From an optimization exercise on the open Yosys and OpenROAD flow, aimed at small area, a short achievable clock period and few clock cycles; shortcuts taken in it are not production practice. Only simulation tests tie the RTL to the original design; equivalence was not proved.

--- design/flow/run.sh ---
#!/bin/bash
# synth_recipe.tcl (not shown) runs the flow's synth.tcl, then flattens the netlist and writes it again
# the make line also repeats each setting of config.mk as NAME=value (left out here)
make -C /OpenROAD-flow-scripts/flow DESIGN_CONFIG=/design/flow/config.mk WORK_HOME=/design/flow/orfs CLKGATE_MAP_FILE= SYNTH_SCRIPT=/design/flow/synth_recipe.tcl finish
--- design/flow/config.mk ---
export PLATFORM = sky130hd
export DESIGN_NAME = pn_evaluator
export DESIGN_NICKNAME = pn_evaluator
export VERILOG_FILES = /design/flow/design.v
export SDC_FILE = /design/flow/constraint.sdc
export NUM_CORES = 4
export LEC_CHECK = 0
export ABC_CLOCK_PERIOD_IN_PS = 3000
export CAP_MARGIN = 20
export CORE_MARGIN = 2
export CORE_UTILIZATION = 40
export SETUP_SLACK_MARGIN = 4.5
export SLEW_MARGIN = 20
export TNS_END_PERCENT = 100
--- design/flow/constraint.sdc ---
create_clock -name core_clock -period 9.0 [get_ports {clk}]
set_input_delay 1.8000 -clock core_clock [delete_from_list [all_inputs] [get_ports {clk}]]
set_output_delay 1.8000 -clock core_clock [all_outputs]
set_load 0.01 [all_outputs]
--- design/flow/design.v ---
`default_nettype none
package pn_pkg;
    localparam int result_w     = 16;
    localparam int operand_w    = 3;
    localparam int buf_depth    = 16;
    localparam int buf_idx_w    = 4;
    localparam int stack_depth  = 16;
    localparam int stack_ptr_w  = $clog2(stack_depth);
    localparam int max_results  = 4;
    localparam int result_cnt_w = $clog2(max_results + 1);
    localparam int result_idx_w = $clog2(max_results);
    typedef logic signed [result_w-1:0] result_t;
    localparam result_t result_fill = {1'b0, {(result_w - 1){1'b1}}};
    typedef enum logic [1:0] {
        prefix_burst  = 2'd0,
        postfix_burst = 2'd1,
        prefix        = 2'd2,
        postfix       = 2'd3
    } pn_mode_e;
    typedef enum logic [1:0] {
        op_add     = 2'd0,
        op_sub     = 2'd1,
        op_mul     = 2'd2,
        op_abs_sum = 2'd3
    } pn_op_e;
    typedef enum logic [1:0] {
        idle,
        read,
        evaluate,
        emit
    } main_state_e;
    typedef enum logic [2:0] {
        classify,
        push_operand,
        pop_first,
        pop_second,
        calculate,
        push_result
    } stack_step_e;
    typedef struct packed {
        logic                 is_operator;
        logic [operand_w-1:0] value;
    } token_t;
    typedef struct packed {
        logic start;
        logic step;
        logic reverse;
    } scan_cmd_t;
    typedef struct packed {
        logic    push;
        logic    pop;
        result_t push_data;
    } stack_cmd_t;
    typedef struct packed {
        logic   load_first;
        logic   load_second;
        pn_op_e op;
        logic   postfix;
    } alu_cmd_t;
    typedef struct packed {
        logic clear;
        logic record;
        logic emit_start;
        logic descending;
    } collect_cmd_t;
endpackage
`default_nettype wire
`default_nettype none
module mul16lo (
    input  wire [15:0] a,
    input  wire [15:0] b,
    output wire [15:0] p
);
    wire pp0_0 = a[0] & b[0];
    wire pp0_1 = a[1] & b[0];
    wire pp0_2 = a[2] & b[0];
    wire pp0_3 = a[3] & b[0];
    wire pp0_4 = a[4] & b[0];
    wire pp0_5 = a[5] & b[0];
    wire pp0_6 = a[6] & b[0];
    wire pp0_7 = a[7] & b[0];
    wire pp0_8 = a[8] & b[0];
    wire pp0_9 = a[9] & b[0];
    wire pp0_10 = a[10] & b[0];
    wire pp0_11 = a[11] & b[0];
    wire pp0_12 = a[12] & b[0];
    wire pp0_13 = a[13] & b[0];
    wire pp0_14 = a[14] & b[0];
    wire pp0_15 = a[15] & b[0];
    wire pp1_0 = a[0] & b[1];
    wire pp1_1 = a[1] & b[1];
    wire pp1_2 = a[2] & b[1];
    wire pp1_3 = a[3] & b[1];
    wire pp1_4 = a[4] & b[1];
    wire pp1_5 = a[5] & b[1];
    wire pp1_6 = a[6] & b[1];
    wire pp1_7 = a[7] & b[1];
    wire pp1_8 = a[8] & b[1];
    wire pp1_9 = a[9] & b[1];
    wire pp1_10 = a[10] & b[1];
    wire pp1_11 = a[11] & b[1];
    wire pp1_12 = a[12] & b[1];
    wire pp1_13 = a[13] & b[1];
    wire pp1_14 = a[14] & b[1];
    wire pp2_0 = a[0] & b[2];
    wire pp2_1 = a[1] & b[2];
    wire pp2_2 = a[2] & b[2];
    wire pp2_3 = a[3] & b[2];
    wire pp2_4 = a[4] & b[2];
    wire pp2_5 = a[5] & b[2];
    wire pp2_6 = a[6] & b[2];
    wire pp2_7 = a[7] & b[2];
    wire pp2_8 = a[8] & b[2];
    wire pp2_9 = a[9] & b[2];
    wire pp2_10 = a[10] & b[2];
    wire pp2_11 = a[11] & b[2];
    wire pp2_12 = a[12] & b[2];
    wire pp2_13 = a[13] & b[2];
    wire pp3_0 = a[0] & b[3];
    wire pp3_1 = a[1] & b[3];
    wire pp3_2 = a[2] & b[3];
    wire pp3_3 = a[3] & b[3];
    wire pp3_4 = a[4] & b[3];
    wire pp3_5 = a[5] & b[3];
    wire pp3_6 = a[6] & b[3];
    wire pp3_7 = a[7] & b[3];
    wire pp3_8 = a[8] & b[3];
    wire pp3_9 = a[9] & b[3];
    wire pp3_10 = a[10] & b[3];
    wire pp3_11 = a[11] & b[3];
    wire pp3_12 = a[12] & b[3];
    wire pp4_0 = a[0] & b[4];
    wire pp4_1 = a[1] & b[4];
    wire pp4_2 = a[2] & b[4];
    wire pp4_3 = a[3] & b[4];
    wire pp4_4 = a[4] & b[4];
    wire pp4_5 = a[5] & b[4];
    wire pp4_6 = a[6] & b[4];
    wire pp4_7 = a[7] & b[4];
    wire pp4_8 = a[8] & b[4];
    wire pp4_9 = a[9] & b[4];
    wire pp4_10 = a[10] & b[4];
    wire pp4_11 = a[11] & b[4];
    wire pp5_0 = a[0] & b[5];
    wire pp5_1 = a[1] & b[5];
    wire pp5_2 = a[2] & b[5];
    wire pp5_3 = a[3] & b[5];
    wire pp5_4 = a[4] & b[5];
    wire pp5_5 = a[5] & b[5];
    wire pp5_6 = a[6] & b[5];
    wire pp5_7 = a[7] & b[5];
    wire pp5_8 = a[8] & b[5];
    wire pp5_9 = a[9] & b[5];
    wire pp5_10 = a[10] & b[5];
    wire pp6_0 = a[0] & b[6];
    wire pp6_1 = a[1] & b[6];
    wire pp6_2 = a[2] & b[6];
    wire pp6_3 = a[3] & b[6];
    wire pp6_4 = a[4] & b[6];
    wire pp6_5 = a[5] & b[6];
    wire pp6_6 = a[6] & b[6];
    wire pp6_7 = a[7] & b[6];
    wire pp6_8 = a[8] & b[6];
    wire pp6_9 = a[9] & b[6];
    wire pp7_0 = a[0] & b[7];
    wire pp7_1 = a[1] & b[7];
    wire pp7_2 = a[2] & b[7];
    wire pp7_3 = a[3] & b[7];
    wire pp7_4 = a[4] & b[7];
    wire pp7_5 = a[5] & b[7];
    wire pp7_6 = a[6] & b[7];
    wire pp7_7 = a[7] & b[7];
    wire pp7_8 = a[8] & b[7];
    wire pp8_0 = a[0] & b[8];
    wire pp8_1 = a[1] & b[8];
    wire pp8_2 = a[2] & b[8];
    wire pp8_3 = a[3] & b[8];
    wire pp8_4 = a[4] & b[8];
    wire pp8_5 = a[5] & b[8];
    wire pp8_6 = a[6] & b[8];
    wire pp8_7 = a[7] & b[8];
    wire pp9_0 = a[0] & b[9];
    wire pp9_1 = a[1] & b[9];
    wire pp9_2 = a[2] & b[9];
    wire pp9_3 = a[3] & b[9];
    wire pp9_4 = a[4] & b[9];
    wire pp9_5 = a[5] & b[9];
    wire pp9_6 = a[6] & b[9];
    wire pp10_0 = a[0] & b[10];
    wire pp10_1 = a[1] & b[10];
    wire pp10_2 = a[2] & b[10];
    wire pp10_3 = a[3] & b[10];
    wire pp10_4 = a[4] & b[10];
    wire pp10_5 = a[5] & b[10];
    wire pp11_0 = a[0] & b[11];
    wire pp11_1 = a[1] & b[11];
    wire pp11_2 = a[2] & b[11];
    wire pp11_3 = a[3] & b[11];
    wire pp11_4 = a[4] & b[11];
    wire pp12_0 = a[0] & b[12];
    wire pp12_1 = a[1] & b[12];
    wire pp12_2 = a[2] & b[12];
    wire pp12_3 = a[3] & b[12];
    wire pp13_0 = a[0] & b[13];
    wire pp13_1 = a[1] & b[13];
    wire pp13_2 = a[2] & b[13];
    wire pp14_0 = a[0] & b[14];
    wire pp14_1 = a[1] & b[14];
    wire pp15_0 = a[0] & b[15];
    wire s0 = pp0_13 ^ pp1_12;
    wire k0 = pp0_13 & pp1_12;
    wire s1 = pp0_14 ^ pp1_13 ^ pp2_12;
    wire k1 = (pp0_14 & pp1_13) | (pp0_14 & pp2_12) | (pp1_13 & pp2_12);
    wire s2 = pp3_11 ^ pp4_10;
    wire k2 = pp3_11 & pp4_10;
    wire s3 = pp0_15 ^ pp1_14 ^ pp2_13;
    wire k3 = (pp0_15 & pp1_14) | (pp0_15 & pp2_13) | (pp1_14 & pp2_13);
    wire s4 = pp3_12 ^ pp4_11 ^ pp5_10;
    wire k4 = (pp3_12 & pp4_11) | (pp3_12 & pp5_10) | (pp4_11 & pp5_10);
    wire s5 = pp6_9 ^ pp7_8;
    wire k5 = pp6_9 & pp7_8;
    wire s6 = pp0_9 ^ pp1_8;
    wire k6 = pp0_9 & pp1_8;
    wire s7 = pp0_10 ^ pp1_9 ^ pp2_8;
    wire k7 = (pp0_10 & pp1_9) | (pp0_10 & pp2_8) | (pp1_9 & pp2_8);
    wire s8 = pp3_7 ^ pp4_6;
    wire k8 = pp3_7 & pp4_6;
    wire s9 = pp0_11 ^ pp1_10 ^ pp2_9;
    wire k9 = (pp0_11 & pp1_10) | (pp0_11 & pp2_9) | (pp1_10 & pp2_9);
    wire s10 = pp3_8 ^ pp4_7 ^ pp5_6;
    wire k10 = (pp3_8 & pp4_7) | (pp3_8 & pp5_6) | (pp4_7 & pp5_6);
    wire s11 = pp6_5 ^ pp7_4;
    wire k11 = pp6_5 & pp7_4;
    wire s12 = pp0_12 ^ pp1_11 ^ pp2_10;
    wire k12 = (pp0_12 & pp1_11) | (pp0_12 & pp2_10) | (pp1_11 & pp2_10);
    wire s13 = pp3_9 ^ pp4_8 ^ pp5_7;
    wire k13 = (pp3_9 & pp4_8) | (pp3_9 & pp5_7) | (pp4_8 & pp5_7);
    wire s14 = pp6_6 ^ pp7_5 ^ pp8_4;
    wire k14 = (pp6_6 & pp7_5) | (pp6_6 & pp8_4) | (pp7_5 & pp8_4);
    wire s15 = pp9_3 ^ pp10_2;
    wire k15 = pp9_3 & pp10_2;
    wire s16 = s0 ^ pp2_11 ^ pp3_10;
    wire k16 = (s0 & pp2_11) | (s0 & pp3_10) | (pp2_11 & pp3_10);
    wire s17 = pp4_9 ^ pp5_8 ^ pp6_7;
    wire k17 = (pp4_9 & pp5_8) | (pp4_9 & pp6_7) | (pp5_8 & pp6_7);
    wire s18 = pp7_6 ^ pp8_5 ^ pp9_4;
    wire k18 = (pp7_6 & pp8_5) | (pp7_6 & pp9_4) | (pp8_5 & pp9_4);
    wire s19 = pp10_3 ^ pp11_2 ^ pp12_1;
    wire k19 = (pp10_3 & pp11_2) | (pp10_3 & pp12_1) | (pp11_2 & pp12_1);
    wire s20 = s1 ^ s2 ^ pp5_9;
    wire k20 = (s1 & s2) | (s1 & pp5_9) | (s2 & pp5_9);
    wire s21 = pp6_8 ^ pp7_7 ^ pp8_6;
    wire k21 = (pp6_8 & pp7_7) | (pp6_8 & pp8_6) | (pp7_7 & pp8_6);
    wire s22 = pp9_5 ^ pp10_4 ^ pp11_3;
    wire k22 = (pp9_5 & pp10_4) | (pp9_5 & pp11_3) | (pp10_4 & pp11_3);
    wire s23 = pp12_2 ^ pp13_1 ^ pp14_0;
    wire k23 = (pp12_2 & pp13_1) | (pp12_2 & pp14_0) | (pp13_1 & pp14_0);
    wire s24 = s3 ^ s4 ^ s5;
    wire k24 = (s3 & s4) | (s3 & s5) | (s4 & s5);
    wire s25 = pp8_7 ^ pp9_6 ^ pp10_5;
    wire k25 = (pp8_7 & pp9_6) | (pp8_7 & pp10_5) | (pp9_6 & pp10_5);
    wire s26 = pp11_4 ^ pp12_3 ^ pp13_2;
    wire k26 = (pp11_4 & pp12_3) | (pp11_4 & pp13_2) | (pp12_3 & pp13_2);
    wire s27 = pp14_1 ^ pp15_0 ^ k1;
    wire k27 = (pp14_1 & pp15_0) | (pp14_1 & k1) | (pp15_0 & k1);
    wire s28 = pp0_6 ^ pp1_5;
    wire k28 = pp0_6 & pp1_5;
    wire s29 = pp0_7 ^ pp1_6 ^ pp2_5;
    wire k29 = (pp0_7 & pp1_6) | (pp0_7 & pp2_5) | (pp1_6 & pp2_5);
    wire s30 = pp3_4 ^ pp4_3;
    wire k30 = pp3_4 & pp4_3;
    wire s31 = pp0_8 ^ pp1_7 ^ pp2_6;
    wire k31 = (pp0_8 & pp1_7) | (pp0_8 & pp2_6) | (pp1_7 & pp2_6);
    wire s32 = pp3_5 ^ pp4_4 ^ pp5_3;
    wire k32 = (pp3_5 & pp4_4) | (pp3_5 & pp5_3) | (pp4_4 & pp5_3);
    wire s33 = pp6_2 ^ pp7_1;
    wire k33 = pp6_2 & pp7_1;
    wire s34 = s6 ^ pp2_7 ^ pp3_6;
    wire k34 = (s6 & pp2_7) | (s6 & pp3_6) | (pp2_7 & pp3_6);
    wire s35 = pp4_5 ^ pp5_4 ^ pp6_3;
    wire k35 = (pp4_5 & pp5_4) | (pp4_5 & pp6_3) | (pp5_4 & pp6_3);
    wire s36 = pp7_2 ^ pp8_1 ^ pp9_0;
    wire k36 = (pp7_2 & pp8_1) | (pp7_2 & pp9_0) | (pp8_1 & pp9_0);
    wire s37 = s7 ^ s8 ^ pp5_5;
    wire k37 = (s7 & s8) | (s7 & pp5_5) | (s8 & pp5_5);
    wire s38 = pp6_4 ^ pp7_3 ^ pp8_2;
    wire k38 = (pp6_4 & pp7_3) | (pp6_4 & pp8_2) | (pp7_3 & pp8_2);
    wire s39 = pp9_1 ^ pp10_0 ^ k6;
    wire k39 = (pp9_1 & pp10_0) | (pp9_1 & k6) | (pp10_0 & k6);
    wire s40 = s9 ^ s10 ^ s11;
    wire k40 = (s9 & s10) | (s9 & s11) | (s10 & s11);
    wire s41 = pp8_3 ^ pp9_2 ^ pp10_1;
    wire k41 = (pp8_3 & pp9_2) | (pp8_3 & pp10_1) | (pp9_2 & pp10_1);
    wire s42 = pp11_0 ^ k7 ^ k8;
    wire k42 = (pp11_0 & k7) | (pp11_0 & k8) | (k7 & k8);
    wire s43 = s12 ^ s13 ^ s14;
    wire k43 = (s12 & s13) | (s12 & s14) | (s13 & s14);
    wire s44 = s15 ^ pp11_1 ^ pp12_0;
    wire k44 = (s15 & pp11_1) | (s15 & pp12_0) | (pp11_1 & pp12_0);
    wire s45 = k9 ^ k10 ^ k11;
    wire k45 = (k9 & k10) | (k9 & k11) | (k10 & k11);
    wire s46 = s16 ^ s17 ^ s18;
    wire k46 = (s16 & s17) | (s16 & s18) | (s17 & s18);
    wire s47 = s19 ^ pp13_0 ^ k12;
    wire k47 = (s19 & pp13_0) | (s19 & k12) | (pp13_0 & k12);
    wire s48 = k13 ^ k14 ^ k15;
    wire k48 = (k13 & k14) | (k13 & k15) | (k14 & k15);
    wire s49 = s20 ^ s21 ^ s22;
    wire k49 = (s20 & s21) | (s20 & s22) | (s21 & s22);
    wire s50 = s23 ^ k0 ^ k16;
    wire k50 = (s23 & k0) | (s23 & k16) | (k0 & k16);
    wire s51 = k17 ^ k18 ^ k19;
    wire k51 = (k17 & k18) | (k17 & k19) | (k18 & k19);
    wire s52 = s24 ^ s25 ^ s26;
    wire k52 = (s24 & s25) | (s24 & s26) | (s25 & s26);
    wire s53 = s27 ^ k2 ^ k20;
    wire k53 = (s27 & k2) | (s27 & k20) | (k2 & k20);
    wire s54 = k21 ^ k22 ^ k23;
    wire k54 = (k21 & k22) | (k21 & k23) | (k22 & k23);
    wire s55 = pp0_4 ^ pp1_3;
    wire k55 = pp0_4 & pp1_3;
    wire s56 = pp0_5 ^ pp1_4 ^ pp2_3;
    wire k56 = (pp0_5 & pp1_4) | (pp0_5 & pp2_3) | (pp1_4 & pp2_3);
    wire s57 = pp3_2 ^ pp4_1;
    wire k57 = pp3_2 & pp4_1;
    wire s58 = s28 ^ pp2_4 ^ pp3_3;
    wire k58 = (s28 & pp2_4) | (s28 & pp3_3) | (pp2_4 & pp3_3);
    wire s59 = pp4_2 ^ pp5_1 ^ pp6_0;
    wire k59 = (pp4_2 & pp5_1) | (pp4_2 & pp6_0) | (pp5_1 & pp6_0);
    wire s60 = s29 ^ s30 ^ pp5_2;
    wire k60 = (s29 & s30) | (s29 & pp5_2) | (s30 & pp5_2);
    wire s61 = pp6_1 ^ pp7_0 ^ k28;
    wire k61 = (pp6_1 & pp7_0) | (pp6_1 & k28) | (pp7_0 & k28);
    wire s62 = s31 ^ s32 ^ s33;
    wire k62 = (s31 & s32) | (s31 & s33) | (s32 & s33);
    wire s63 = pp8_0 ^ k29 ^ k30;
    wire k63 = (pp8_0 & k29) | (pp8_0 & k30) | (k29 & k30);
    wire s64 = s34 ^ s35 ^ s36;
    wire k64 = (s34 & s35) | (s34 & s36) | (s35 & s36);
    wire s65 = k31 ^ k32 ^ k33;
    wire k65 = (k31 & k32) | (k31 & k33) | (k32 & k33);
    wire s66 = s37 ^ s38 ^ s39;
    wire k66 = (s37 & s38) | (s37 & s39) | (s38 & s39);
    wire s67 = k34 ^ k35 ^ k36;
    wire k67 = (k34 & k35) | (k34 & k36) | (k35 & k36);
    wire s68 = s40 ^ s41 ^ s42;
    wire k68 = (s40 & s41) | (s40 & s42) | (s41 & s42);
    wire s69 = k37 ^ k38 ^ k39;
    wire k69 = (k37 & k38) | (k37 & k39) | (k38 & k39);
    wire s70 = s43 ^ s44 ^ s45;
    wire k70 = (s43 & s44) | (s43 & s45) | (s44 & s45);
    wire s71 = k40 ^ k41 ^ k42;
    wire k71 = (k40 & k41) | (k40 & k42) | (k41 & k42);
    wire s72 = s46 ^ s47 ^ s48;
    wire k72 = (s46 & s47) | (s46 & s48) | (s47 & s48);
    wire s73 = k43 ^ k44 ^ k45;
    wire k73 = (k43 & k44) | (k43 & k45) | (k44 & k45);
    wire s74 = s49 ^ s50 ^ s51;
    wire k74 = (s49 & s50) | (s49 & s51) | (s50 & s51);
    wire s75 = k46 ^ k47 ^ k48;
    wire k75 = (k46 & k47) | (k46 & k48) | (k47 & k48);
    wire s76 = s52 ^ s53 ^ s54;
    wire k76 = (s52 & s53) | (s52 & s54) | (s53 & s54);
    wire s77 = k49 ^ k50 ^ k51;
    wire k77 = (k49 & k50) | (k49 & k51) | (k50 & k51);
    wire s78 = pp0_3 ^ pp1_2;
    wire k78 = pp0_3 & pp1_2;
    wire s79 = s55 ^ pp2_2 ^ pp3_1;
    wire k79 = (s55 & pp2_2) | (s55 & pp3_1) | (pp2_2 & pp3_1);
    wire s80 = s56 ^ s57 ^ pp5_0;
    wire k80 = (s56 & s57) | (s56 & pp5_0) | (s57 & pp5_0);
    wire s81 = s58 ^ s59 ^ k56;
    wire k81 = (s58 & s59) | (s58 & k56) | (s59 & k56);
    wire s82 = s60 ^ s61 ^ k58;
    wire k82 = (s60 & s61) | (s60 & k58) | (s61 & k58);
    wire s83 = s62 ^ s63 ^ k60;
    wire k83 = (s62 & s63) | (s62 & k60) | (s63 & k60);
    wire s84 = s64 ^ s65 ^ k62;
    wire k84 = (s64 & s65) | (s64 & k62) | (s65 & k62);
    wire s85 = s66 ^ s67 ^ k64;
    wire k85 = (s66 & s67) | (s66 & k64) | (s67 & k64);
    wire s86 = s68 ^ s69 ^ k66;
    wire k86 = (s68 & s69) | (s68 & k66) | (s69 & k66);
    wire s87 = s70 ^ s71 ^ k68;
    wire k87 = (s70 & s71) | (s70 & k68) | (s71 & k68);
    wire s88 = s72 ^ s73 ^ k70;
    wire k88 = (s72 & s73) | (s72 & k70) | (s73 & k70);
    wire s89 = s74 ^ s75 ^ k72;
    wire k89 = (s74 & s75) | (s74 & k72) | (s75 & k72);
    wire s90 = s76 ^ s77 ^ k74;
    wire k90 = (s76 & s77) | (s76 & k74) | (s77 & k74);
    wire s91 = pp0_2 ^ pp1_1;
    wire k91 = pp0_2 & pp1_1;
    wire s92 = s78 ^ pp2_1 ^ pp3_0;
    wire k92 = (s78 & pp2_1) | (s78 & pp3_0) | (pp2_1 & pp3_0);
    wire s93 = s79 ^ pp4_0 ^ k78;
    wire k93 = (s79 & pp4_0) | (s79 & k78) | (pp4_0 & k78);
    wire s94 = s80 ^ k55 ^ k79;
    wire k94 = (s80 & k55) | (s80 & k79) | (k55 & k79);
    wire s95 = s81 ^ k57 ^ k80;
    wire k95 = (s81 & k57) | (s81 & k80) | (k57 & k80);
    wire s96 = s82 ^ k59 ^ k81;
    wire k96 = (s82 & k59) | (s82 & k81) | (k59 & k81);
    wire s97 = s83 ^ k61 ^ k82;
    wire k97 = (s83 & k61) | (s83 & k82) | (k61 & k82);
    wire s98 = s84 ^ k63 ^ k83;
    wire k98 = (s84 & k63) | (s84 & k83) | (k63 & k83);
    wire s99 = s85 ^ k65 ^ k84;
    wire k99 = (s85 & k65) | (s85 & k84) | (k65 & k84);
    wire s100 = s86 ^ k67 ^ k85;
    wire k100 = (s86 & k67) | (s86 & k85) | (k67 & k85);
    wire s101 = s87 ^ k69 ^ k86;
    wire k101 = (s87 & k69) | (s87 & k86) | (k69 & k86);
    wire s102 = s88 ^ k71 ^ k87;
    wire k102 = (s88 & k71) | (s88 & k87) | (k71 & k87);
    wire s103 = s89 ^ k73 ^ k88;
    wire k103 = (s89 & k73) | (s89 & k88) | (k73 & k88);
    wire s104 = s90 ^ k75 ^ k89;
    wire k104 = (s90 & k75) | (s90 & k89) | (k75 & k89);
    wire [15:0] x = {s104, s103, s102, s101, s100, s99, s98, s97, s96, s95, s94, s93, s92, s91, pp0_1, pp0_0};
    wire [15:0] y = {k103, k102, k101, k100, k99, k98, k97, k96, k95, k94, k93, k92, k91, pp2_0, pp1_0, 1'b0};
    assign p = x + y;
endmodule
`default_nettype wire
`timescale 1ns/1ps
`default_nettype none
module pn_evaluator (
    input  wire                         clk,
    input  wire                         rst_n,
    input  wire [1:0]                   mode,
    input  wire                         operator,
    input  wire [pn_pkg::operand_w-1:0] in,
    input  wire                         in_valid,
    output logic                        out_valid,
    output pn_pkg::result_t             out
);
    localparam int VW  = 7;    
    localparam int VD  = 10;   
    localparam int FD  = 7;    
    localparam int QD  = 6;    
    localparam int BW  = 7;    
    localparam logic [1:0] S_IDLE = 2'd0;
    localparam logic [1:0] S_RECV = 2'd1;
    localparam logic [1:0] S_WAIT = 2'd2;
    localparam logic [1:0] S_EMIT = 2'd3;
    logic [1:0] st;
    logic       pre_q;     
    logic       bur_q;     
    logic       pend;      
    logic       first_pending;
    logic [15:0] vhi [0:VW-1];
    logic [2:0]  vlo [0:VD-1];
    logic [FD-1:0] f_v;
    logic [FD-1:0] f_l;
    logic [1:0]    f_op [0:FD-1];
    logic [3:0]    q [0:QD-1];
    logic [2:0]    qcnt;
    logic signed [BW-1:0] lv [0:3];
    logic [3:0]    lf;
    logic [3:0]    lval;
    wire idle  = (st == S_IDLE);
    wire recv  = (st == S_RECV);
    wire waits = (st == S_WAIT);
    wire emit  = (st == S_EMIT);
    logic [15:0] v [0:VD+1];
    always_comb begin
        for (int i = 0; i < VD + 2; i++) begin
            if (i < VW)      v[i] = {vhi[i][15:3], vlo[i]};
            else if (i < VD) v[i] = {13'd0, vlo[i]};
            else             v[i] = '0;
        end
    end
    wire       qnz    = (qcnt != 3'd0);
    wire       cur_v  = qnz | in_valid;
    wire       cur_op = qnz ? q[0][3] : operator;
    wire [2:0] cur_x  = qnz ? q[0][2:0] : in;
    wire casc  = pend & f_v[1] & f_l[1];
    wire take  = cur_v & ~casc;
    wire t_op  = take & cur_op;
    wire t_opd = take & ~cur_op;
    wire fpush  = t_op & (idle | pre_q);
    wire pf_op  = t_op & ~idle & ~pre_q & ~bur_q;
    wire pb_op  = t_op & ~idle & ~pre_q & bur_q;
    wire top_l  = f_v[0] & f_l[0];
    wire qb_red = t_opd & ~idle & pre_q & bur_q & top_l & ~pend;
    wire pend_n = casc | (t_opd & ~idle & pre_q & ~bur_q & (pend | top_l));
    logic [1:0]  alu_op;
    logic [15:0] a, b, sum, r;
    wire         sub = (alu_op == 2'd1);
    assign alu_op = pre_q ? f_op[0] : cur_x[1:0];
    assign a   = v[1];
    assign b   = v[0];
    assign sum = a + (b ^ {16{sub}}) + {15'd0, sub};
    logic [15:0] prod;
    mul16lo mul_inst (.a(a), .b(b), .p(prod));
    always_comb begin
        case (alu_op)
            2'd0:    r = sum;
            2'd1:    r = sum;
            2'd2:    r = prod;
            default: r = sum[15] ? -sum : sum;
        endcase
    end
    logic [2:0]    bl, br;
    logic [1:0]    bop;
    logic signed [BW-1:0] bres;
    assign bl  = pre_q ? vlo[0] : vlo[1];
    assign br  = pre_q ? in : vlo[0];
    assign bop = pre_q ? f_op[0] : in[1:0];
    always_comb begin
        case (bop)
            2'd1:    bres = {4'd0, bl} - {4'd0, br};
            2'd2:    bres = {4'd0, bl} * {4'd0, br};
            default: bres = {4'd0, bl} + {4'd0, br};
        endcase
    end
    wire red  = pend;
    wire redx = red & t_opd;
    wire push = t_opd & ~red & ~qb_red;
    wire pop1 = (red & ~t_opd) | pf_op | qb_red;
    always_ff @(posedge clk) begin
        for (int i = 0; i < VD; i++) begin
            if (push) begin
                vlo[i] <= (i == 0) ? cur_x : v[i-1][2:0];
            end else if (redx) begin
                if (i == 0) vlo[i] <= cur_x;
                else if (i == 1) vlo[i] <= r[2:0];
            end else if (pop1) begin
                vlo[i] <= (i == 0 && !qb_red) ? r[2:0] : v[i+1][2:0];
            end else if (pb_op) begin
                vlo[i] <= v[i+2][2:0];
            end
        end
        for (int i = 0; i < VW; i++) begin
            if (push) begin
                vhi[i][15:3] <= (i == 0) ? 13'd0 : v[i-1][15:3];
            end else if (redx) begin
                if (i == 0) vhi[i][15:3] <= 13'd0;
                else if (i == 1) vhi[i][15:3] <= r[15:3];
            end else if (pop1 || pb_op) begin
                vhi[i][15:3] <= (i == 0 && !qb_red && !pb_op) ? r[15:3] : v[i+1][15:3];
            end
        end
    end
    always_ff @(posedge clk or negedge rst_n) begin
        if (!rst_n) begin
            f_v <= '0;
        end else if (idle) begin
            if (take) f_v <= {{(FD-1){1'b0}}, cur_op};
        end else if (red) begin
            if (!t_op) f_v <= {1'b0, f_v[FD-1:1]};
        end else if (fpush) begin
            f_v <= {f_v[FD-2:0], 1'b1};
        end else if (qb_red) begin
            f_v <= {1'b0, f_v[FD-1:1]};
        end
    end
    always_ff @(posedge clk) begin
        if (idle) begin
            f_op[0] <= cur_x[1:0];
            f_l[0]  <= 1'b0;
        end else if (red) begin
            if (t_op) begin
                f_op[0] <= cur_x[1:0];
                f_l[0]  <= 1'b0;
                f_l[1]  <= 1'b1;
            end else begin
                for (int i = 0; i < FD - 1; i++) begin
                    f_op[i] <= f_op[i+1];
                    f_l[i]  <= f_l[i+1];
                end
                f_l[0] <= 1'b1;
            end
        end else if (fpush) begin
            for (int i = 1; i < FD; i++) begin
                f_op[i] <= f_op[i-1];
                f_l[i]  <= f_l[i-1];
            end
            f_op[0] <= cur_x[1:0];
            f_l[0]  <= 1'b0;
        end else if (qb_red) begin
            for (int i = 0; i < FD - 1; i++) begin
                f_op[i] <= f_op[i+1];
                f_l[i]  <= f_l[i+1];
            end
        end else if (t_opd && pre_q && !top_l) begin
            f_l[0] <= 1'b1;
        end
    end
    wire q_push = in_valid & (qnz | casc);
    wire q_pop  = qnz & take;
    wire [2:0] q_wr = qcnt - {2'd0, q_pop};
    always_ff @(posedge clk) begin
        for (int i = 0; i < QD; i++) begin
            if (q_push && q_wr == 3'(i)) begin
                q[i] <= {operator, in};
            end else if (q_pop) begin
                q[i] <= (i < QD - 1) ? q[i+1] : q[i];
            end
        end
    end
    always_ff @(posedge clk or negedge rst_n) begin
        if (!rst_n) begin
            qcnt <= '0;
        end else begin
            qcnt <= qcnt + {2'd0, q_push} - {2'd0, q_pop};
        end
    end
    wire       flag_new = qb_red & ~f_v[1] & first_pending;
    wire       ins      = pb_op | qb_red;
    wire       full     = &lval;
    logic [3:0] wr;
    always_comb begin
        wr = '0;
        if (!full) begin
            if (!lval[0])      wr[0] = 1'b1;
            else if (!lval[1]) wr[1] = 1'b1;
            else if (!lval[2]) wr[2] = 1'b1;
            else               wr[3] = 1'b1;
        end else if (pre_q && !flag_new) begin
            wr = lf;
        end
        if (!ins) wr = '0;
    end
    always_ff @(posedge clk) begin
        for (int i = 0; i < 4; i++) begin
            if (wr[i]) begin
                lv[i] <= bres;
                lf[i] <= flag_new;
            end
        end
    end
    logic bf [0:3][0:3];
    logic lt [0:3];
    logic gt [0:3];
    always_comb begin
        for (int j = 0; j < 4; j++) begin
            lt[j] = bres < lv[j];
            gt[j] = bres > lv[j];
        end
    end
    always_ff @(posedge clk) begin
        for (int i = 0; i < 4; i++) begin
            for (int j = i + 1; j < 4; j++) begin
                if (wr[i])      bf[i][j] <= pre_q ? !lt[j] : !gt[j];
                else if (wr[j]) bf[i][j] <= pre_q ? !gt[i] : !lt[i];
            end
        end
    end
    logic [3:0] sel;
    always_comb begin
        for (int i = 0; i < 4; i++) begin
            sel[i] = lval[i];
            for (int j = 0; j < 4; j++) begin
                if (j > i) sel[i] = sel[i] & (~lval[j] | bf[i][j]);
                if (j < i) sel[i] = sel[i] & (~lval[j] | ~bf[j][i]);
            end
        end
    end
    logic signed [BW-1:0] pick;
    always_comb begin
        pick = '0;
        for (int i = 0; i < 4; i++) pick = pick | (lv[i] & {BW{sel[i]}});
    end
    wire present = emit | (recv & ~in_valid & bur_q);
    wire last_res = ((lval & ~sel) == 4'd0);
    always_ff @(posedge clk or negedge rst_n) begin
        if (!rst_n) begin
            lval <= '0;
        end else if (idle) begin
            lval <= '0;
        end else if (present) begin
            lval <= lval & ~sel;
        end else begin
            lval <= lval | wr;
        end
    end
    wire done = ~pend & ~qnz;
    wire endc = recv & ~in_valid;
    always_ff @(posedge clk or negedge rst_n) begin
        if (!rst_n) begin
            st            <= S_IDLE;
            pre_q         <= 1'b0;
            bur_q         <= 1'b0;
            pend          <= 1'b0;
            first_pending <= 1'b0;
        end else begin
            pend <= pend_n;
            if (flag_new) first_pending <= 1'b0;
            case (st)
                S_IDLE: begin
                    if (in_valid) begin
                        st            <= S_RECV;
                        pre_q         <= ~mode[0];
                        bur_q         <= ~mode[1];
                        first_pending <= operator;
                    end
                end
                S_RECV: begin
                    if (!in_valid) begin
                        if (bur_q) begin
                            st <= last_res ? S_IDLE : S_EMIT;
                        end else begin
                            st <= done ? S_IDLE : S_WAIT;
                        end
                    end
                end
                S_WAIT: begin
                    if (done) st <= S_IDLE;
                end
                default: begin
                    if (last_res) st <= S_IDLE;
                end
            endcase
        end
    end
    wire ov_reg = emit | (waits & done);
    wire ov_end = recv & (bur_q | done);
    assign out_valid = ov_reg | (ov_end & ~in_valid);
    logic [15:0] res;
    always_comb begin
        if (bur_q) res = {{(16 - BW){pick[BW-1]}}, pick};
        else       res = v[0];
    end
    assign out = (res & {16{ov_reg}}) | (res & {16{ov_end & ~in_valid}});
endmodule
`default_nettype wire
==> metrics.md, run 1 <==
| Metric | Value |
|---|---|
| Result of the run | `complete, no violations` |
| Async set or reset register ratio after synthesis | `8.93%` |
| Placed inst area | `17800 um2` |
| Post-Synthesis Cell Area | `17000 um2` |
| Antenna violations before repair | `1` |
| Post-synth EDFFs | `190` |
| Highest fanout seen on the critical path | `3` |
| Total of fill cells in the finished design | `3781` |
| Tightest Hold Check Type | `reg -> reg` |
| Total nets after synthesis | `1975` |
| Overall Global Routing Usage | `21.8%` |
| Area growth from synthesis to layout | `24.5%` |
| Dominant cells by area after synthesis | `sky130_fd_sc_hd__edfxtp_1, sky130_fd_sc_hd__fa_1, sky130_fd_sc_hd__nand2_1` |
| Maximum number of pins on one net before global-route repair | `74` |
| # hold bufs at CTS | `0` |
| GPL Wtd Cong | `0.882` |
| Family of cells with the greatest summed delay on the critical path | `compound AO/OA/AOI/OAI gates` |
| Crit-path max cell delay | `520 ps` |
| Most used flip-flop cell after synthesis | `sky130_fd_sc_hd__edfxtp_1` |
| Vias after detailed routing | `14.0k` |
| Fraction of final layout cells sized beyond drive strength 1 | `23.9%` |
| Fin. max-slew vios | `0` |
| Die Span Y | `210 um` |
| Cell breakdown of the critical path | `buf_12, nor3b_4, mux2i_4, buf_12, buf_6, nand2_4, and2_4, fa_2, a211oi_2, buf_4, o21a_1, o31a_1, xnor2_2, a211o_1, a2111oi_4, or4b_4, buf_6, a211oi_4, nor4_4, a21oi_1` |
| RSZ-0062 raised after global routing | `true` |
| Max Cap Viol | `0` |
| Post-synthesis sequential area ratio | `38.2%` |
| Core Rows | `75` |
| Post-route non-filler standard cell count | `2485` |
| First-pass GRT wire length | `76100 um` |
| Seq. cell area | `6500 um2` |
| Number of sinks driven by the clock tree | `224` |
| Req. time, crit path | `9390 ps` |
| Utilization of the core after routing | `50.4%` |
| Data arrival, critical path | `5860 ps` |
| Period utilisation layout | `60.8%` |
| Fin area | `21100 um2` |
| # H-tree levels | `1` |
| Hold Vio Cnt, Final | `0` |
| Worst slack on hold paths | `444 ps` |
| Starting density of the core | `40.5%` |
| Clock buffers created by TritonCTS | `27` |
| Clock latency on the worst-skew pair | `550 ps` |
| Detailed-route DRC error count | `0` |
| Top Ports | `26` |
| Share of the synthesized area in the top cell type | `33.6%` |
| Number of setup violations in the final report | `0` |
| Clock-pin slew on the worst setup and hold paths | `60 ps` |
| Total detailed-routing wirelength | `48600 um` |
| Initial DRT Pass Iterations | `6` |
| Core box area | `41900 um2` |
| Slowest CP cell | `sky130_fd_sc_hd__or4b_4` |
| Die Width | `210 um` |
| Half-perimeter wire length after placement | `31300 um` |
| Footprint of the multi-input gates | `10800 um2` |
| Cell count after synthesis | `1793` |
| Min Clock Period, post-route | `5470 ps` |
| Routed length per placed instance | `19.5 um` |
| Number of nets with antenna violations after detailed routing | `0` |
| Number of buffers and inverters on the critical path | `5` |
| Setup tns final | `0 ps` |
| Clock skew | `18.2 ps` |
| Crit Path Class | `in -> reg` |
| Number of global-route vias before repair | `13.6k` |
| Placed cell count | `2293` |
| Diode insertion count for antenna repair | `0` |
| Type of element launching the critical path | `input port` |
| Number of nets at the end of the flow | `2108` |
| Cell taking the most area after synthesis | `sky130_fd_sc_hd__edfxtp_1` |
| Least-Margin Pin Slew | `966 ps` |
| Overall die area | `44100 um2` |
| TritonCTS clock tree | `done` |
| Global route total overflow | `0` |
| Clock tree root driver cell | `sky130_fd_sc_hd__clkbuf_16` |
| Number of synthesized register bits | `224` |
| Clock tree buffer depth | `3` |
| Per-instance average area after synthesis | `9.47 um2` |
| Average vias per placed instance | `5.62` |
| Initial detailed-routing violation count | `1285` |
| Type of element capturing the critical path | `flop` |
| Relative max-transition margin | `35.6%` |
| Port-buffer cells | `25` |
| Peak clock frequency supported by timing | `183 MHz` |
| Warning count from the yosys run | `10` |
| Netlist cell types | `90` |
-- cells by family (layout without fill, tap and decap cells) --
| kind of cell | Yosys count | in the layout | share of synthesized area (%) |
|---|---|---|---|
| simple gates | 680 | 683 | 18.4 |
| compound gates | 322 | 323 | 13.1 |
| buf+inv | 256 | 405 | 5.85 |
| flops | 224 | 224 | 38.2 |
| xor+xnor | 74 | 74 | 3.82 |
| fa+ha+maj | 173 | 173 | 16.5 |
| mux | 64 | 64 | 4.12 |
-- area by class of cell --
class / count / share of cell area [%]
Multi-Input combinational cell: 1317 / 50.9
Clock buffer: 32 / 3.29
Clock inverter: 17 / 0.995
Tap cell: 539 / 3.19
Inverter: 165 / 2.95
Sequential cell: 224 / 30.7
Timing Repair Buffer: 191 / 7.91
-- synth_stat cells, types with 5 or more instances --
| master | instances |
|---|---|
| sky130_fd_sc_hd__nor3_1 | 21 |
| sky130_fd_sc_hd__nor2_1 | 104 |
| sky130_fd_sc_hd__a221o_1 | 8 |
| sky130_fd_sc_hd__edfxtp_1 | 190 |
| sky130_fd_sc_hd__xnor2_1 | 47 |
| sky130_fd_sc_hd__o21ai_0 | 66 |
| sky130_fd_sc_hd__nand2b_1 | 17 |
| sky130_fd_sc_hd__a221oi_1 | 9 |
| sky130_fd_sc_hd__o211ai_1 | 7 |
| sky130_fd_sc_hd__nand2_1 | 360 |
| sky130_fd_sc_hd__mux2_2 | 44 |
| sky130_fd_sc_hd__a21oi_1 | 53 |
| sky130_fd_sc_hd__nor2b_1 | 15 |
| sky130_fd_sc_hd__and2_1 | 77 |
| sky130_fd_sc_hd__dfxtp_1 | 14 |
| sky130_fd_sc_hd__and3_1 | 11 |
| sky130_fd_sc_hd__o21a_1 | 14 |
| sky130_fd_sc_hd__o31ai_1 | 5 |
| sky130_fd_sc_hd__a31oi_1 | 26 |
| sky130_fd_sc_hd__clkbuf_1 | 79 |
| sky130_fd_sc_hd__or2_2 | 9 |
| sky130_fd_sc_hd__ha_1 | 88 |
| sky130_fd_sc_hd__inv_1 | 165 |
| sky130_fd_sc_hd__a32oi_1 | 9 |
| sky130_fd_sc_hd__nor3b_1 | 5 |
| sky130_fd_sc_hd__a21o_1 | 10 |
| sky130_fd_sc_hd__nand4_1 | 7 |
| sky130_fd_sc_hd__a22oi_1 | 10 |
| sky130_fd_sc_hd__xor2_1 | 27 |
| sky130_fd_sc_hd__o22a_1 | 11 |
| sky130_fd_sc_hd__fa_1 | 85 |
| sky130_fd_sc_hd__mux2i_1 | 19 |
| sky130_fd_sc_hd__or3_1 | 5 |
| sky130_fd_sc_hd__dfrtp_1 | 20 |
| sky130_fd_sc_hd__nand3_1 | 23 |
| sky130_fd_sc_hd__a22o_1 | 6 |
| sky130_fd_sc_hd__o41ai_1 | 5 |
| sky130_fd_sc_hd__o22ai_1 | 20 |
| sky130_fd_sc_hd__a211oi_1 | 14 |
-- cells in the final DEF (no fill, tap or decap), types with 10 or more instances in the layout --
cell | netlist | final
sky130_fd_sc_hd__o22a_1 | 11 | 11
sky130_fd_sc_hd__a211oi_2 | 2 | 10
sky130_fd_sc_hd__o21ai_1 | 3 | 25
sky130_fd_sc_hd__nor3_1 | 21 | 18
sky130_fd_sc_hd__buf_6 | 1 | 37
sky130_fd_sc_hd__ha_1 | 88 | 66
sky130_fd_sc_hd__inv_1 | 165 | 159
sky130_fd_sc_hd__buf_2 | 2 | 16
sky130_fd_sc_hd__fa_1 | 85 | 80
sky130_fd_sc_hd__a31oi_1 | 26 | 21
sky130_fd_sc_hd__a21o_1 | 10 | 10
sky130_fd_sc_hd__mux2_2 | 44 | 38
sky130_fd_sc_hd__nand2b_1 | 17 | 16
sky130_fd_sc_hd__edfxtp_1 | 190 | 190
sky130_fd_sc_hd__buf_12 | 0 | 10
sky130_fd_sc_hd__dfrtp_1 | 20 | 18
sky130_fd_sc_hd__xnor2_1 | 47 | 39
sky130_fd_sc_hd__clkbuf_16 | 0 | 27
sky130_fd_sc_hd__nor2b_1 | 15 | 12
sky130_fd_sc_hd__xor2_1 | 27 | 20
sky130_fd_sc_hd__mux2i_1 | 19 | 14
sky130_fd_sc_hd__dfxtp_1 | 14 | 10
sky130_fd_sc_hd__nand3_1 | 23 | 19
sky130_fd_sc_hd__ha_4 | 0 | 17
sky130_fd_sc_hd__o21ai_0 | 66 | 42
sky130_fd_sc_hd__a21oi_1 | 53 | 45
sky130_fd_sc_hd__and2_1 | 77 | 74
sky130_fd_sc_hd__buf_4 | 2 | 124
sky130_fd_sc_hd__o21a_1 | 14 | 13
sky130_fd_sc_hd__nor2_1 | 104 | 92
sky130_fd_sc_hd__nand2_1 | 360 | 346
sky130_fd_sc_hd__o22ai_1 | 20 | 19
-- stage by stage --
stage                     worst slack, ps
after floorplan                      3220
after global routing                 3380
final                                3530
after CTS                            3560
after global placement               1980
after detailed placement             1780
-- state kept, by name (all words and copies together), names as in the netlist, 2 cells and up --
name and count:
vhi 91, vlo 30, lv 28, q 24
f_op 14, f_l 7, f_v 7, bf 6
lf 4, lval 4, qcnt 3, st 2
-- worst register-to-register path: cells and delay by family, from the launching register on --
| kind | cells | cell delay (ps) |
|---|---|---|
| adder cells (fa/ha/maj) | 7 | 3180 |
| AND/OR/NAND/NOR | 3 | 630 |
| flip-flops | 1 | 500 |
| AO/OA/AOI/OAI | 3 | 320 |
| buffers and inverters | 4 | 230 |
| XOR/XNOR | 1 | 220 |
-- path summary, 6_finish.rpt --
kind	from	endpoint	cells after the start	slack (ps)
max	in[0]	vhi[1][14]	20	3530
min	f_l[5]	f_l[6]	0	440
max reg2reg	vhi[1][12]	vhi[1][14]	18	3610
min reg2reg	f_l[5]	f_l[6]	0	440
max in group asynchronous	rst_n	lval[3]	1	7390
min in group asynchronous	rst_n	f_v[2]	1	1230
-- layer usage --
layer	global-route usage, %	wire length [um]
met5	0	13
met4	6.70	1550
met3	2.94	2780
met2	35.4	22400
met1	30.5	21900
-- what timing repair did --
action | in CTS | in global routing
endpoints found under the setup margin | 289 | 184
setup buffers | 106 | 33
resized for setup | 264 | 102
pin swaps | 62 | 95
cloned | 2 | 2
Testbench counts, summed over its fixed seeds: cycles 11,704.
==> inputs of run 2 (changes only) <==
--- a/design/flow/design.v
+++ b/design/flow/design.v
@@ -434,10 +434,11 @@
     output logic                        out_valid,
     output pn_pkg::result_t             out
 );
-    localparam int VW  = 7;    
+    localparam int VW  = 3;    
+    localparam int VT  = 7;    
     localparam int VD  = 10;   
     localparam int FD  = 7;    
-    localparam int QD  = 6;    
+    localparam int QD  = 3;    
     localparam int BW  = 7;    
     localparam logic [1:0] S_IDLE = 2'd0;
     localparam logic [1:0] S_RECV = 2'd1;
@@ -454,7 +455,7 @@
     logic [FD-1:0] f_l;
     logic [1:0]    f_op [0:FD-1];
     logic [3:0]    q [0:QD-1];
-    logic [2:0]    qcnt;
+    logic [1:0]    qcnt;
     logic signed [BW-1:0] lv [0:3];
     logic [3:0]    lf;
     logic [3:0]    lval;
@@ -462,15 +463,19 @@
     wire recv  = (st == S_RECV);
     wire waits = (st == S_WAIT);
     wire emit  = (st == S_EMIT);
+    logic [15:3]    hs [0:1];
+    logic [VT-1:VW] vt;
+    wire            wide_up = |vhi[VW-1][15:3];
     logic [15:0] v [0:VD+1];
     always_comb begin
         for (int i = 0; i < VD + 2; i++) begin
-            if (i < VW)      v[i] = {vhi[i][15:3], vlo[i]};
-            else if (i < VD) v[i] = {13'd0, vlo[i]};
-            else             v[i] = '0;
+            if (i < VW)       v[i] = {vhi[i][15:3], vlo[i]};
+            else if (i == VW) v[i] = {vt[VW] ? hs[0] : 13'd0, vlo[i]};
+            else if (i < VD)  v[i] = {13'd0, vlo[i]};
+            else              v[i] = '0;
         end
     end
-    wire       qnz    = (qcnt != 3'd0);
+    wire       qnz    = (qcnt != 2'd0);
     wire       cur_v  = qnz | in_valid;
     wire       cur_op = qnz ? q[0][3] : operator;
     wire [2:0] cur_x  = qnz ? q[0][2:0] : in;
@@ -541,6 +546,16 @@
                 vhi[i][15:3] <= (i == 0 && !qb_red && !pb_op) ? r[15:3] : v[i+1][15:3];
             end
         end
+        if (push) begin
+            if (wide_up) begin
+                hs[0] <= vhi[VW-1][15:3];
+                hs[1] <= hs[0];
+            end
+            vt <= {vt[VT-2:VW], wide_up};
+        end else if (!redx && (pop1 || pb_op)) begin
+            if (vt[VW]) hs[0] <= hs[1];
+            vt <= {1'b0, vt[VT-1:VW+1]};
+        end
     end
     always_ff @(posedge clk or negedge rst_n) begin
         if (!rst_n) begin
@@ -589,10 +604,10 @@
     end
     wire q_push = in_valid & (qnz | casc);
     wire q_pop  = qnz & take;
-    wire [2:0] q_wr = qcnt - {2'd0, q_pop};
+    wire [1:0] q_wr = qcnt - {1'b0, q_pop};
     always_ff @(posedge clk) begin
         for (int i = 0; i < QD; i++) begin
-            if (q_push && q_wr == 3'(i)) begin
+            if (q_push && q_wr == 2'(i)) begin
                 q[i] <= {operator, in};
             end else if (q_pop) begin
                 q[i] <= (i < QD - 1) ? q[i+1] : q[i];
@@ -603,7 +618,7 @@
         if (!rst_n) begin
             qcnt <= '0;
         end else begin
-            qcnt <= qcnt + {2'd0, q_push} - {2'd0, q_pop};
+            qcnt <= qcnt + {1'b0, q_push} - {1'b0, q_pop};
         end
     end
     wire       flag_new = qb_red & ~f_v[1] & first_pending;
==> run 2 against run 1 <==
Core utilization grew 0.26 points. Cell area is 9.3% lower. First-iteration DRC count fell by 22%. Synthesized cell count down 7.5%. Via count fell by 7.7%. Wire length is 7.2% lower. Critical endpoint is now vhi[0][14].
==> metrics.md, run 2 <==
| Metric | Value |
|---|---|
| Result of the run | `complete, no violations` |
| Clock skew | `18.7 ps` |
| Clock-pin slew on the worst setup and hold paths | `80 ps` |
| Crit Path Class | `in -> reg` |
| Tightest Hold Check Type | `reg -> reg` |
| Netlist cell types | `84` |
| Basic-gate share of the synthesized area counting and, or, nand and nor cells | `17.5%` |
| Period utilisation layout | `59.8%` |
| Least-Margin Pin Slew | `909 ps` |
| Clock latency on the worst-skew pair | `450 ps` |
| Data arrival, critical path | `5740 ps` |
| Average vias per placed instance | `5.60` |
| Routed length per placed instance | `19.6 um` |
| Starting density of the core | `40.8%` |
| Largest family of logic cells by synthesized area | `adder cells` |
| Fraction of final layout cells sized beyond drive strength 1 | `24.8%` |
| Initial DRT Pass Iterations | `8` |
| Total detailed-routing wirelength | `45000 um` |
| Cell taking the most area after synthesis | `sky130_fd_sc_hd__edfxtp_1` |
| Number of global-route vias before repair | `13.1k` |
| TritonCTS clock tree | `done` |
| Overall die area | `40100 um2` |
| Fin. max-slew vios | `0` |
| Type of element launching the critical path | `input port` |
| RSZ-0062 raised after global routing | `true` |
| Utilization of the core after routing | `50.6%` |
| Overall Global Routing Usage | `22.5%` |
| Area share of fa/ha/maj cells after synthesis | `18.0%` |
| Top Ports | `26` |
| Most flop-heavy register | `vhi` |
| Share of the synthesized area in compound gates (AO/OA/AOI/OAI) | `15.2%` |
| Peak clock frequency supported by timing | `186 MHz` |
| Most used flip-flop cell after synthesis | `sky130_fd_sc_hd__edfxtp_1` |
| Number of nets at the end of the flow | `1957` |
| Die Span Y | `200 um` |
| Relative max-transition margin | `39.2%` |
| Initial detailed-routing violation count | `998` |
| Multiplexer share of the synthesized area | `3.56%` |
| Most frequent cell after synthesis | `sky130_fd_sc_hd__nand2_1` |
| Xor-xnor portion of the synthesized cell area | `4.32%` |
| Cell count after synthesis | `1659` |
| # H-tree levels | `4` |
| Vias after detailed routing | `12.9k` |
| Clock buffers created by TritonCTS | `17` |
| Half-perimeter wire length after placement | `30200 um` |
| Global route total overflow | `0` |
| Detailed-route DRC error count | `0` |
| Flip-flop count of the largest register, all copies and words added | `39` |
| Warning count from the yosys run | `11` |
| Die Width | `200 um` |
| Port-buffer cells | `25` |
| Async set or reset register ratio after synthesis | `10.1%` |
| Commonest cells after routing, fill and taps aside | `sky130_fd_sc_hd__nand2_1, sky130_fd_sc_hd__edfxtp_1, sky130_fd_sc_hd__inv_1, sky130_fd_sc_hd__buf_4, sky130_fd_sc_hd__nor2_1` |
| Diode insertion count for antenna repair | `0` |
| Seq. cell area | `5450 um2` |
| Max Cap Viol | `0` |
| Total of fill cells in the finished design | `3513` |
| Total nets after synthesis | `1839` |
| Footprint of the multi-input gates | `10100 um2` |
| Antenna violations before repair | `0` |
| Clock tree root driver cell | `sky130_fd_sc_hd__clkbuf_16` |
| Ranking of synthesized cells by instance count | `sky130_fd_sc_hd__nand2_1, sky130_fd_sc_hd__inv_1, sky130_fd_sc_hd__edfxtp_1` |
| Dominant cells by area after synthesis | `sky130_fd_sc_hd__edfxtp_1, sky130_fd_sc_hd__fa_1, sky130_fd_sc_hd__ha_1` |
| Share of the synthesized area in the top cell type | `30.4%` |
| First-pass GRT wire length | `71800 um` |
| Req. time, crit path | `9350 ps` |
| Area growth from synthesis to layout | `24.3%` |
| Number of synthesized register bits | `189` |
| Post-synth EDFFs | `156` |
| Post-synthesis sequential area ratio | `35.3%` |
| Clock tree buffer depth | `2` |
| Setup tns final | `0 ps` |
| Maximum number of pins on one net before global-route repair | `71` |
| Core box area | `37800 um2` |
| Most common library cell in the layout ignoring fill and taps | `sky130_fd_sc_hd__nand2_1` |
| Post-Synthesis Cell Area | `15400 um2` |
| Type of element capturing the critical path | `flop` |
| Hold Vio Cnt, Final | `0` |
| GPL Wtd Cong | `0.952` |
| Number of sinks driven by the clock tree | `189` |
| Per-instance average area after synthesis | `9.30 um2` |
| Number of nets with antenna violations after detailed routing | `0` |
| Core Rows | `71` |
| Number of setup violations in the final report | `0` |
| Biggest registers after layout | `vhi x39, vlo x30, lv x28` |
| Min Clock Period, post-route | `5380 ps` |
| Highest fanout seen on the critical path | `7` |
run 2: cell types whose count changed in the layout (fill, tap and decap cells not counted), moves of 13 or more:
cell and change:
sky130_fd_sc_hd__nand3_1 +15, sky130_fd_sc_hd__inv_1 -15, sky130_fd_sc_hd__edfxtp_1 -34, sky130_fd_sc_hd__mux2_2 -13, sky130_fd_sc_hd__nand2_1 -98, sky130_fd_sc_hd__a22oi_1 +14
sky130_fd_sc_hd__and2_1 -16
run 2: final cells by class:
class / count / share of cell area (%)
well taps: 511 / 3.34
flip-flops and latches: 189 / 28.4
repair buffers: 189 / 8.89
clock inverters: 15 / 1.23
clock buffers: 17 / 2.22
multi-input cells: 1222 / 52.8
inverters: 158 / 3.12
run 2: layer usage:
metal	track usage [%]	part of all wire (%)
met1	29.9	43
met2	36.7	47
met3	4.52	6.5
met4	7.70	3.4
met5	0	0
run 2: cells by family after synthesis:
kind of cell	after synthesis
muxes	51
DFF	189
xor gates and xnor gates	74
and+or+nand+nor	579
buffers and inverters	249
AOI/OAI and AO/OA	346
adders and majority gates	171
run 2: critical path, cell delays in order:
cell                      delay (ps)
sky130_fd_sc_hd__buf_12          110
sky130_fd_sc_hd__nor4b_4         140
sky130_fd_sc_hd__a211o_4         360
sky130_fd_sc_hd__nor2_4          190
sky130_fd_sc_hd__buf_12          160
sky130_fd_sc_hd__xor2_1          160
sky130_fd_sc_hd__ha_2            340
sky130_fd_sc_hd__a21o_1          250
sky130_fd_sc_hd__a21o_1          200
sky130_fd_sc_hd__nor3_1          140
sky130_fd_sc_hd__or3b_4          400
sky130_fd_sc_hd__nand2_1         100
sky130_fd_sc_hd__xor2_2          370
sky130_fd_sc_hd__nand4_1         190
sky130_fd_sc_hd__a41o_1          280
sky130_fd_sc_hd__o32a_1          350
sky130_fd_sc_hd__a21bo_1         190
run 2: per-stage QoR:
| step | instances | instance area (um2) | hold WS (ps) | setup slack (ps) |
|---|---|---|---|---|
| after global placement | 2136 | 16400 | 427 | 2260 |
| after global routing | 2301 | 19200 | 466 | 3490 |
| after floorplan | 1659 | 15700 | 422 | 3420 |
| after detailed placement | 2136 | 16400 | 434 | 2070 |
| final | 2301 | 19200 | 452 | 3620 |
| after CTS | 2281 | 18700 | 451 | 3630 |
run 2: final timing paths:
check                          start         end  slack [ps]  depth (start not counted)
setup / recovery               in[1]  vhi[0][14]        3620                         17
hold / removal              hs[0][9]    hs[1][9]         450                          0
setup reg to reg           vlo[0][0]  vhi[1][15]        3650                         21
hold reg to reg             hs[0][9]    hs[1][9]         450                          0
max in group asynchronous      rst_n     lval[1]        6580                          1
min in group asynchronous      rst_n      f_v[0]        1860                          1
run 2: timing repair:
action                     4_1_cts  5_1_grt
pin swaps                      113       68
gates resized for setup        248       79
setup endpoints to repair      164       87
gates cloned                     5        0
hold buffers                     0        0
buffers inserted               108       20
Testbench counts of run 2, summed over its fixed seeds: cycles 11,704.
==> inputs of run 3 (changes only) <==
--- a/design/flow/design.v
+++ b/design/flow/design.v
@@ -456,8 +456,6 @@
     logic [1:0]    f_op [0:FD-1];
     logic [3:0]    q [0:QD-1];
     logic [1:0]    qcnt;
-    logic signed [BW-1:0] lv [0:3];
-    logic [3:0]    lf;
     logic [3:0]    lval;
     wire idle  = (st == S_IDLE);
     wire recv  = (st == S_RECV);
@@ -556,6 +554,9 @@
             if (vt[VW]) hs[0] <= hs[1];
             vt <= {1'b0, vt[VT-1:VW+1]};
         end
+        if (bur_q && !idle) begin
+            {vhi[VW-1][14:3], hs[1], hs[0]} <= bx_n;
+        end
     end
     always_ff @(posedge clk or negedge rst_n) begin
         if (!rst_n) begin
@@ -637,28 +638,37 @@
         end
         if (!ins) wr = '0;
     end
-    always_ff @(posedge clk) begin
-        for (int i = 0; i < 4; i++) begin
-            if (wr[i]) begin
-                lv[i] <= bres;
-                lf[i] <= flag_new;
-            end
-        end
-    end
+    logic [37:0] bx, bx_n;
+    assign bx = {vhi[VW-1][14:3], hs[1], hs[0]};
+    logic signed [BW-1:0] lv [0:3];
+    logic [3:0] lf;
     logic bf [0:3][0:3];
-    logic lt [0:3];
-    logic gt [0:3];
+    function automatic int bf_bit(input int i, input int j);
+        bf_bit = (i == 0) ? 31 + j : (i == 1) ? 33 + j : 37;
+    endfunction
     always_comb begin
         for (int j = 0; j < 4; j++) begin
-            lt[j] = bres < lv[j];
-            gt[j] = bres > lv[j];
+            lv[j] = bx[7*j +: BW];
+            lf[j] = bx[28 + j];
+        end
+        for (int i = 0; i < 4; i++) begin
+            for (int j = 0; j < 4; j++) begin
+                bf[i][j] = (i < j) ? bx[bf_bit(i, j)] : 1'b0;
+            end
         end
     end
-    always_ff @(posedge clk) begin
+    logic first [0:3];    
+    always_comb begin
+        for (int j = 0; j < 4; j++) first[j] = pre_q ? (bres > lv[j]) : (bres < lv[j]);
+        bx_n = bx;
         for (int i = 0; i < 4; i++) begin
+            if (wr[i]) begin
+                bx_n[7*i +: BW] = bres;
+                bx_n[28 + i]    = flag_new;
+            end
             for (int j = i + 1; j < 4; j++) begin
-                if (wr[i])      bf[i][j] <= pre_q ? !lt[j] : !gt[j];
-                else if (wr[j]) bf[i][j] <= pre_q ? !gt[i] : !lt[i];
+                if (wr[i])      bx_n[bf_bit(i, j)] = first[j];
+                else if (wr[j]) bx_n[bf_bit(i, j)] = !first[i];
             end
         end
     end
==> design/flow/config.mk (replaced) <==
export PLATFORM = sky130hd
export DESIGN_NAME = pn_evaluator
export DESIGN_NICKNAME = pn_evaluator
export VERILOG_FILES = /design/flow/design.v
export SDC_FILE = /design/flow/constraint.sdc
export NUM_CORES = 4
export LEC_CHECK = 0
export ABC_CLOCK_PERIOD_IN_PS = 2500
export CAP_MARGIN = 20
export CORE_MARGIN = 2
export CORE_UTILIZATION = 50
export SETUP_SLACK_MARGIN = 5.0
export SLEW_MARGIN = 20
export TNS_END_PERCENT = 100
==> run 3 against run 2 <==
Count of clock-buffer cells in the layout unchanged. Wire length up 15%. Critical path depth up 3. Critical path type unchanged. Largest cell class unchanged.
==> metrics.md, run 3 <==
| Metric | Value |
|---|---|
| Total detailed-routing wirelength | `52000 um` |
| Tightest Hold Check Type | `reg -> reg` |
| Initial detailed-routing violation count | `1306` |
| Setup tns final | `0 ps` |
| Cell taking the most area after synthesis | `sky130_fd_sc_hd__edfxtp_1` |
| Clock latency on the worst-skew pair | `440 ps` |
| Crit Path Class | `in -> reg` |
| Flip-flop count of the largest register, all copies and words added | `39` |
| Relative max-transition margin | `33.1%` |
| Average vias per placed instance | `6.25` |
| Maximum number of pins on one net before global-route repair | `49` |
| Number of sinks driven by the clock tree | `151` |
| RSZ-0062 raised after global routing | `true` |
| Fin area | `19400 um2` |
| Clock tree buffer depth | `2` |
| Beginning of the worst register-to-register path | `vlo[0][1]` |
| Diode insertion count for antenna repair | `0` |
| Total of fill cells in the finished design | `2287` |
| Period utilisation layout | `59.8%` |
| Overall Global Routing Usage | `33.2%` |
| Netlist cell types | `85` |
| Result of the run | `complete, no violations` |
| Fin. max-slew vios | `0` |
| Top Ports | `26` |
| Async set or reset register ratio after synthesis | `12.6%` |
| Number of global-route vias before repair | `13.6k` |
| Core box area | `28900 um2` |
| Die Span Y | `176 um` |
| Capturing point of the worst reg2reg path | `vhi[1][15]` |
| Peak clock frequency supported by timing | `186 MHz` |
| Clock tree root driver cell | `sky130_fd_sc_hd__clkbuf_16` |
| Initial DRT Pass Iterations | `5` |
| Warning count from the yosys run | `10` |
| Routed length per placed instance | `22.9 um` |
| Number of nets at the end of the flow | `2049` |
| Number of synthesized register bits | `151` |
| Utilization of the core after routing | `67.4%` |
| # H-tree levels | `4` |
| Number of setup violations in the final report | `0` |
| Most frequent cell after synthesis | `sky130_fd_sc_hd__nand2_1` |
| Most common library cell in the layout ignoring fill and taps | `sky130_fd_sc_hd__nand2_1` |
| Max Cap Viol | `0` |
| Post-synthesis sequential area ratio | `29.2%` |
| Most flop-heavy register | `vhi` |
| Die Width | `176 um` |
| Global route total overflow | `0` |
| Port-buffer cells | `25` |
| Per-instance average area after synthesis | `8.62 um2` |
| # hold bufs at CTS | `0` |
| Worst Reg2Reg Path Length in Cells | `19` |
| Req. time, crit path | `9200 ps` |
| Starting density of the core | `51.1%` |
| Data arrival, critical path | `5580 ps` |
| Placed inst area | `15700 um2` |
| Clock-pin slew on the worst setup and hold paths | `70 ps` |
| GPL Wtd Cong | `0.901` |
| Number of nets with antenna violations after detailed routing | `0` |
| Slack of the worst reg-to-reg path | `3820 ps` |
| Biggest registers after layout | `vhi x39, vlo x30, hs x26` |
| Clock skew | `9.68 ps` |
| Launch point of the worst hold path | `f_op[5][1]` |
| Vias after detailed routing | `14.2k` |
| Dominant cells by area after synthesis | `sky130_fd_sc_hd__edfxtp_1, sky130_fd_sc_hd__fa_1, sky130_fd_sc_hd__ha_1` |
| Seq. cell area | `4310 um2` |
| Post-synth EDFFs | `118` |
| Commonest cells after routing, fill and taps aside | `sky130_fd_sc_hd__nand2_1, sky130_fd_sc_hd__buf_4, sky130_fd_sc_hd__inv_1, sky130_fd_sc_hd__edfxtp_1, sky130_fd_sc_hd__nor2_1` |
| Type of element capturing the critical path | `flop` |
| Core Rows | `62` |
| Worst hold path endpoint | `f_op[6][1]` |
| Share of the synthesized area in the top cell type | `24.0%` |
| Clock buffers created by TritonCTS | `17` |
| First-pass GRT wire length | `78500 um` |
| Total nets after synthesis | `1890` |
| Min Clock Period, post-route | `5380 ps` |
| Fraction of final layout cells sized beyond drive strength 1 | `29.3%` |
| Antenna violations before repair | `1` |
| TritonCTS clock tree | `done` |
| Hold Path Stages | `0` |
| Cell count after synthesis | `1710` |
| Half-perimeter wire length after placement | `33500 um` |
| Type of element launching the critical path | `input port` |
| Detailed-route DRC error count | `0` |
| Area growth from synthesis to layout | `31.9%` |
| Overall die area | `30900 um2` |
| Footprint of the multi-input gates | `11200 um2` |
| Hold Vio Cnt, Final | `0` |
| Least-Margin Pin Slew | `1000 ps` |
| Most used flip-flop cell after synthesis | `sky130_fd_sc_hd__edfxtp_1` |
| Post-Synthesis Cell Area | `14700 um2` |
| Highest fanout seen on the critical path | `6` |
| Ranking of synthesized cells by instance count | `sky130_fd_sc_hd__nand2_1, sky130_fd_sc_hd__inv_1, sky130_fd_sc_hd__nor2_1` |
## run 3: logic make-up (layout without fill, tap and decap cells)
family | Yosys count | in the layout | share of synthesized area, %
simple gates | 606 | 606 | 19.1
compound gates | 408 | 409 | 18.8
buf+inv | 258 | 429 | 6.65
fa+ha+maj | 171 | 171 | 18.8
flops | 151 | 151 | 29.2
xor+xnor | 71 | 71 | 4.22
mux | 45 | 45 | 3.26
## run 3: stage by stage
stage / std cells / hold WS, ps / setup slack, ps
2_1_floorplan: 1710 / 422 / 3630
3_3_place_gp: 2057 / 426 / 2460
3_5_place_dp: 2057 / 431 / 2310
4_1_cts: 2230 / 446 / 3830
5_1_grt: 2266 / 445 / 3530
6_report: 2266 / 443 / 3620
## run 3: critical path, cell delays in order
cell and delay (ps):
sky130_fd_sc_hd__buf_8 100, sky130_fd_sc_hd__nor4b_4 120, sky130_fd_sc_hd__a221o_1 330, sky130_fd_sc_hd__buf_12 150
sky130_fd_sc_hd__nor2_4 170, sky130_fd_sc_hd__buf_6 150, sky130_fd_sc_hd__buf_12 110, sky130_fd_sc_hd__buf_16 110
sky130_fd_sc_hd__xor2_1 80, sky130_fd_sc_hd__ha_2 440, sky130_fd_sc_hd__nand2_4 80, sky130_fd_sc_hd__nor3_4 240
sky130_fd_sc_hd__and4_1 270, sky130_fd_sc_hd__o211ai_1 130, sky130_fd_sc_hd__buf_4 180, sky130_fd_sc_hd__o211ai_4 140
sky130_fd_sc_hd__nor2_2 100, sky130_fd_sc_hd__and3_1 160, sky130_fd_sc_hd__or3_4 390, sky130_fd_sc_hd__a221o_1 320
## run 3: worst max path at each step
stage	from	endpoint	slack, ps	cells after the start
2_1_floorplan	in[0]	vhi[1][6]	3630	17
3_3_place_gp	in[0]	vhi[1][7]	2460	15
3_5_place_dp	in[0]	vhi[1][14]	2310	17
4_1_cts	vlo[0][1]	vhi[1][15]	3830	19
5_1_grt	in[1]	vhi[1][6]	3530	20
6_report	in[1]	vhi[1][6]	3620	20
## run 3: timing repair
item	in CTS	in global routing
setup endpoints to repair	201	112
pin swaps	140	53
hold endpoints to repair	0	0
buffers inserted	137	34
gates cloned	4	2
resized for setup	340	105
## run 3: area by class of cell
class / count / share of cell area [%]
tap: 384 / 2.47
inverter: 163 / 3.23
clock inverter: 15 / 0.734
timing repair buffer: 234 / 11.6
clock buffer: 17 / 2.19
multi-input combinational: 1302 / 57.6
sequential: 151 / 22.2
## run 3: per-layer routing
layer	routed length [um]	part of all wire [%]	global-route usage [%]
met5	12	0.023	0
met4	2830	5.4	14.2
met3	4160	8.0	5.17
met2	24200	47	54.5
met1	20800	40	43.9
Testbench counts of run 3, summed over its fixed seeds: cycles 11,704.

-- separate check: timing with driven ports --
Ports are ideal in the flow. The routed layouts listed here were re-timed in OpenROAD.
Step 1 sets driving cells, clkbuf_16 on the clock port and buf_2 on the other inputs (assumed; they add their load-dependent delay and slew).
Step 2, shift: input delay + t, output delay - t, t = (earliest + latest rising clock arrival at the registers) / 2. This alone moves slack from input paths to output paths.
Slacks: no drivers / after step 1 / after step 2; pairs: no drivers / after step 1.
| run | t (ns) | setup slack, ns | hold WS [ns] | slew at the worst register clock pin (ns) |
|---|---|---|---|---|
| run 1 | 0.595 | 3.529 / 3.534 / 2.939 | 0.444 / 0.444 / 0.444 | 0.07 / 0.07 |
| run 2 | 0.492 | 3.618 / 3.620 / 3.128 | 0.452 / 0.452 / 0.452 | 0.09 / 0.09 |
| run 3 | 0.486 | 3.618 / 3.630 / 3.144 | 0.443 / 0.443 / 0.443 | 0.07 / 0.07 |
After both steps every run listed still meets setup and hold. For run 1, which loses most, drivers alone change the setup slack by +0.005 ns; drivers and shift together by -0.590 ns.
